Context: an optimization exercise on an open-source flow, tuned for small area, a short achievable clock period and few clock cycles per item. The choices shown serve that exercise and are no tape-out recipe. RTL that was checked went through simulation tests only; none was proved equivalent to the original. Power and IR drop assume default switching activity.

==> garnet: inputs <==
Design process_slice_scheduler, start of the top module:
module process_slice_scheduler #(
  parameter int MAX_PROCS = pss_pkg::DEF_MAX_PROCS
) (
  input  wire logic                        clk,
  input  wire logic                        rst,
  input  wire logic                        req_valid,
  output logic                             req_ready,
  input  wire logic [pss_pkg::REQ_W-1:0]   req_type,
  input  wire logic [pss_pkg::ARR_W-1:0]   req_arrival,
  input  wire logic [pss_pkg::BURST_W-1:0] req_burst,
  input  wire logic [pss_pkg::PRIO_W-1:0]  req_priority,
  output logic                             res_valid,
  input  wire logic                        res_ready,
  output logic [pss_pkg::STAT_W-1:0]       res_status,
  output logic [pss_pkg::IDX_W-1:0]        res_proc_index,
  output logic [pss_pkg::TIME_W-1:0]       res_start_time,
  output logic [pss_pkg::TIME_W-1:0]       res_end_time,
  output logic                             res_completed,
  output logic [pss_pkg::TIME_W-1:0]       res_turnaround,
  output logic [pss_pkg::TIME_W-1:0]       res_waiting,
  input  wire logic                        cfg_valid,
  output logic                             cfg_ready,
  input  wire logic [pss_pkg::CFG_W-1:0]   cfg_index,
  input  wire logic [pss_pkg::CFG_D_W-1:0] cfg_data
);
  localparam int N = 8;
  function automatic logic [1:0] cmp(input logic [16:0] a, input logic [16:0] b);
    logic [31:0] l, g;
  ...
==> module pss_result, before the edit <==
module pss_result (
  input  wire logic [16:0] now,
  input  wire logic [15:0] arr_o,
  input  wire logic [11:0] bur_o,
  input  wire logic        comp,
  output logic [16:0]      ta,
  output logic [16:0]      wt
);
  logic [17:0] ta_s, wt_s;
  pss_add #(.WA(17), .WB(17)) u_ta (.a(now), .b(~{1'b0, arr_o}), .cin(1'b1), .s(ta_s));
  pss_add #(.WA(17), .WB(17)) u_wt (.a(ta_s[16:0]), .b(~{5'd0, bur_o}), .cin(1'b1), .s(wt_s));
  assign ta = comp ? ta_s[16:0] : '0;
  assign wt = (comp && wt_s[17]) ? wt_s[16:0] : '0;
endmodule
Settings: LEC_CHECK=0, CAP_MARGIN=20, CORE_MARGIN=2, CORE_UTILIZATION=40, SETUP_SLACK_MARGIN=3.5, SLEW_MARGIN=20, SYNTH_HIERARCHICAL=1; clock period 11.0 ns.
run.sh (not shown) runs the stock make flow with config.mk's settings and CLKGATE_MAP_FILE= SYNTH_SCRIPT=/design/flow/synth_recipe.tcl, a recipe that flattens the netlist after the stock synthesis.
==> inputs of indigo, as changes to garnet <==
--- a/flow/design.v
+++ b/flow/design.v
@@ -113,11 +113,18 @@
   output logic [16:0]      ta,
   output logic [16:0]      wt
 );
-  logic [17:0] ta_s, wt_s;
+  logic [17:0] ta_s;
+  logic [17:0] x, y, z, cs_s, cs_c;
+  logic [18:0] wt_s;
   pss_add #(.WA(17), .WB(17)) u_ta (.a(now), .b(~{1'b0, arr_o}), .cin(1'b1), .s(ta_s));
-  pss_add #(.WA(17), .WB(17)) u_wt (.a(ta_s[16:0]), .b(~{5'd0, bur_o}), .cin(1'b1), .s(wt_s));
+  assign x    = {1'b0, now};
+  assign y    = ~{2'd0, arr_o};
+  assign z    = ~{6'd0, bur_o};
+  assign cs_s = x ^ y ^ z;
+  assign cs_c = (x & y) | (x & z) | (y & z);
+  pss_add #(.WA(18), .WB(18)) u_wt (.a(cs_s), .b({cs_c[16:0], 1'b1}), .cin(1'b1), .s(wt_s));
   assign ta = comp ? ta_s[16:0] : '0;
-  assign wt = (comp && wt_s[17]) ? wt_s[16:0] : '0;
+  assign wt = (comp && !wt_s[17]) ? wt_s[16:0] : '0;
 endmodule
 `default_nettype wire
 `default_nettype none
==> results.txt <==
Of garnet and indigo, indigo has the higher via count (gap 2.6%, measured against indigo).
Register-to-register slack: garnet is better than indigo (0.18 ns).
Between garnet and indigo, the lower synthesized area is in garnet (gap about 0.9%, measured against indigo).
Between indigo and garnet, the lower combinational power is in garnet (gap about 20%, measured against garnet).
Testbench counts of garnet, summed over its fixed seeds: cycles 8,560, requests 8,496.
Testbench counts of indigo, summed over its fixed seeds: cycles 8,560, requests 8,496.


==> inputs of v8 <==
Another version of the RTL of process_slice_scheduler (not shown whole).
// process_slice_scheduler
module process_slice_scheduler #(
  parameter int MAX_PROCS = pss_pkg::DEF_MAX_PROCS
) (
  input  wire logic                        clk,
  input  wire logic                        rst,
  input  wire logic                        req_valid,
  output logic                             req_ready,
  input  wire logic [pss_pkg::REQ_W-1:0]   req_type,
  input  wire logic [pss_pkg::ARR_W-1:0]   req_arrival,
  input  wire logic [pss_pkg::BURST_W-1:0] req_burst,
  input  wire logic [pss_pkg::PRIO_W-1:0]  req_priority,
  output logic                             res_valid,
  input  wire logic                        res_ready,
  output logic [pss_pkg::STAT_W-1:0]       res_status,
  output logic [pss_pkg::IDX_W-1:0]        res_proc_index,
  output logic [pss_pkg::TIME_W-1:0]       res_start_time,
  output logic [pss_pkg::TIME_W-1:0]       res_end_time,
  output logic                             res_completed,
  output logic [pss_pkg::TIME_W-1:0]       res_turnaround,
  output logic [pss_pkg::TIME_W-1:0]       res_waiting,
  input  wire logic                        cfg_valid,
  output logic                             cfg_ready,
  input  wire logic [pss_pkg::CFG_W-1:0]   cfg_index,
  input  wire logic [pss_pkg::CFG_D_W-1:0] cfg_data
);
  localparam int N = 8;
  function automatic logic [1:0] cmp(input logic [16:0] a, input logic [16:0] b);
    logic [31:0] l, g;
    l = '0;
    g = '0;
    l[16:0] = ~a & b;
    g[16:0] = a & ~b;
    for (int s = 1; s < 32; s = s * 2) begin
      for (int k = 0; k + s < 32; k = k + 2 * s) begin
        l[k] = l[k + s] | (~g[k + s] & l[k]);
        g[k] = g[k + s] | (~l[k + s] & g[k]);
      end
    end
    cmp = {g[0], l[0]};
  endfunction
  function automatic logic lt(input logic [16:0] a, input logic [16:0] b);
    logic [1:0] r;
  ...
export LEC_CHECK = 0
export CAP_MARGIN = 20
export CORE_MARGIN = 2
export CORE_UTILIZATION = 40
export SLEW_MARGIN = 20
export SYNTH_HIERARCHICAL = 1
create_clock -name core_clock -period 11.0 [get_ports {clk}]
==> v10: changes against v8 <==
--- a/flow/design.v
+++ b/flow/design.v
@@ -110,17 +110,24 @@
   input  wire logic [15:0] arr_o,
   input  wire logic [11:0] bur_o,
   input  wire logic        comp,
   output logic [16:0]      ta,
   output logic [16:0]      wt
 );
-  logic [17:0] ta_s, wt_s;
+  logic [17:0] ta_s;
+  logic [17:0] x, y, z, cs_s, cs_c;
+  logic [18:0] wt_s;
   pss_add #(.WA(17), .WB(17)) u_ta (.a(now), .b(~{1'b0, arr_o}), .cin(1'b1), .s(ta_s));
-  pss_add #(.WA(17), .WB(17)) u_wt (.a(ta_s[16:0]), .b(~{5'd0, bur_o}), .cin(1'b1), .s(wt_s));
+  assign x    = {1'b0, now};
+  assign y    = ~{2'd0, arr_o};
+  assign z    = ~{6'd0, bur_o};
+  assign cs_s = x ^ y ^ z;
+  assign cs_c = (x & y) | (x & z) | (y & z);
+  pss_add #(.WA(18), .WB(18)) u_wt (.a(cs_s), .b({cs_c[16:0], 1'b1}), .cin(1'b1), .s(wt_s));
   assign ta = comp ? ta_s[16:0] : '0;
-  assign wt = (comp && wt_s[17]) ? wt_s[16:0] : '0;
+  assign wt = (comp && !wt_s[17]) ? wt_s[16:0] : '0;
 endmodule
 `default_nettype wire
 `default_nettype none
 module process_slice_scheduler #(
   parameter int MAX_PROCS = pss_pkg::DEF_MAX_PROCS
 ) (
@@ -287,26 +294,29 @@
   assign pre   = preempt & gtq;
   assign sum_r = add({1'b0, now_eff}, {6'd0, rem_w}, 1'b0);
   assign sum_q = add({1'b0, now_eff}, {6'd0, q}, 1'b0);
   assign sum   = pre ? sum_q[17:0] : sum_r[17:0];
   assign end_t = sum[17] ? 17'h1FFFF : sum[16:0];
   assign rem_d = add({6'd0, rem_w}, {6'd0, ~q}, 1'b1);
+  logic [11:0] wd_rem;
+  logic [16:0] wd_rq;
+  logic [7:0]  wd_prio;
+  assign wd_rem  = is_load ? req_burst : rem_d[11:0];
+  assign wd_rq   = is_load ? {1'b0, req_arrival} : end_t;
+  assign wd_prio = is_load ? req_priority : prio_w - 8'd1;
+  wire step_rq   = pre && k_rr;
+  wire step_prio = pre && dprio && prio_w != 8'h80;
   always_ff @(posedge clk) begin
     for (int k = 0; k < N; k++) begin
       if (do_load && count[2:0] == 3'(k)) begin
-        arr[k]  <= req_arrival;
-        bur[k]  <= req_burst;
-        rem[k]  <= req_burst;
-        prio[k] <= req_priority;
-        rq[k]   <= {1'b0, req_arrival};
-      end
-      if (do_step && w[k]) begin
-        rem[k] <= rem_d[11:0];
-        if (pre && k_rr) rq[k] <= end_t;
-        if (pre && dprio && prio_w != 8'h80) prio[k] <= prio_w - 8'd1;
+        arr[k] <= req_arrival;
+        bur[k] <= req_burst;
       end
+      if ((do_load && count[2:0] == 3'(k)) || (do_step && w[k])) rem[k] <= wd_rem;
+      if ((do_load && count[2:0] == 3'(k)) || (do_step && w[k] && step_rq)) rq[k] <= wd_rq;
+      if ((do_load && count[2:0] == 3'(k)) || (do_step && w[k] && step_prio)) prio[k] <= wd_prio;
     end
   end
   always_ff @(posedge clk) begin
     if (rst) begin
       live    <= '0;
       count   <= '0;
CORE_UTILIZATION = 33   (was 40)
SETUP_SLACK_MARGIN = 3.5   (was not set)
==> results.py <==
metrics = {
    "grt": {
        "use_met2_pct": 48.77,
        "gr-usage-met1_pct": 40.51,
    },
    "run_status": {
        "status": "finished clean",
    },
    "critical_path": {
        "crit_path_max_incr_delay_ns": 0.71,
        "ff2ff_setup_slack_ns": 3.24,
    },
    "pwr": {
        "p_seq_uw": 2730,
    },
}
That was v10.
==> results.py <==
metrics = {
    "critical_path": {
        "crit_path_max_incr_delay_ns": 0.54,
        "ff2ff_setup_slack_ns": 1.26,
        "arrival_ns": 8.02,
    },
    "pwr": {
        "comb_power_share_pct": 16.0,
        "p_seq_uw": 2680,
    },
    "routing": {
        "dr.max_layer_used": "met5",
    },
    "grt": {
        "grt_usage_pct": 37.58,
        "gr-usage-met1_pct": 52.81,
    },
    "run_status": {
        "status": "finished clean",
    },
    "place": {
        "dp_hpwl_mm": 183.5,
    },
    "layout": {
        "seq_cells": 646,
    },
}
That was v8.
Testbench counts of v10, summed over its fixed seeds: cycles 8,560, requests 8,496.
No functional check of the RTL was part of v8.

==> static timing again, ports no longer ideal <==
How much do the figures lean on ideal ports? The routed layouts below were timed once more, with nothing changed but the port constraints.
Step 1: set_driving_cell puts a clkbuf_16 on clk and a buf_2 on each other input, an assumption about the parent block.
Step 2 also shifts input and output timing later by t, the mid clock arrival at the registers, as if the neighbouring blocks saw the same clock.
Three values: ideal, step 1, step 2; two values: the first two.
run | t, ns | setup slack, ns | worst hold slack (ns) | clock arrival spread, ns | pins driven straight from the clock port
garnet | 0.739 | 2.684 / 2.606 / 3.345 | 0.518 / 0.518 / 0.518 | 0.041 / 0.042 | 1
indigo | 0.757 | 3.325 / 3.240 / 3.325 | 0.507 / 0.507 / 0.507 | 0.083 / 0.082 | 1
v8 | 0.766 | 0.782 / 0.715 / 1.263 | 0.512 / 0.512 / 0.512 | 0.043 / 0.042 | 1
v10 | 0.779 | 3.238 / 3.238 / 3.238 | 0.500 / 0.500 / 0.500 | 0.041 / 0.040 | 1
After both steps every run listed still meets setup and hold.
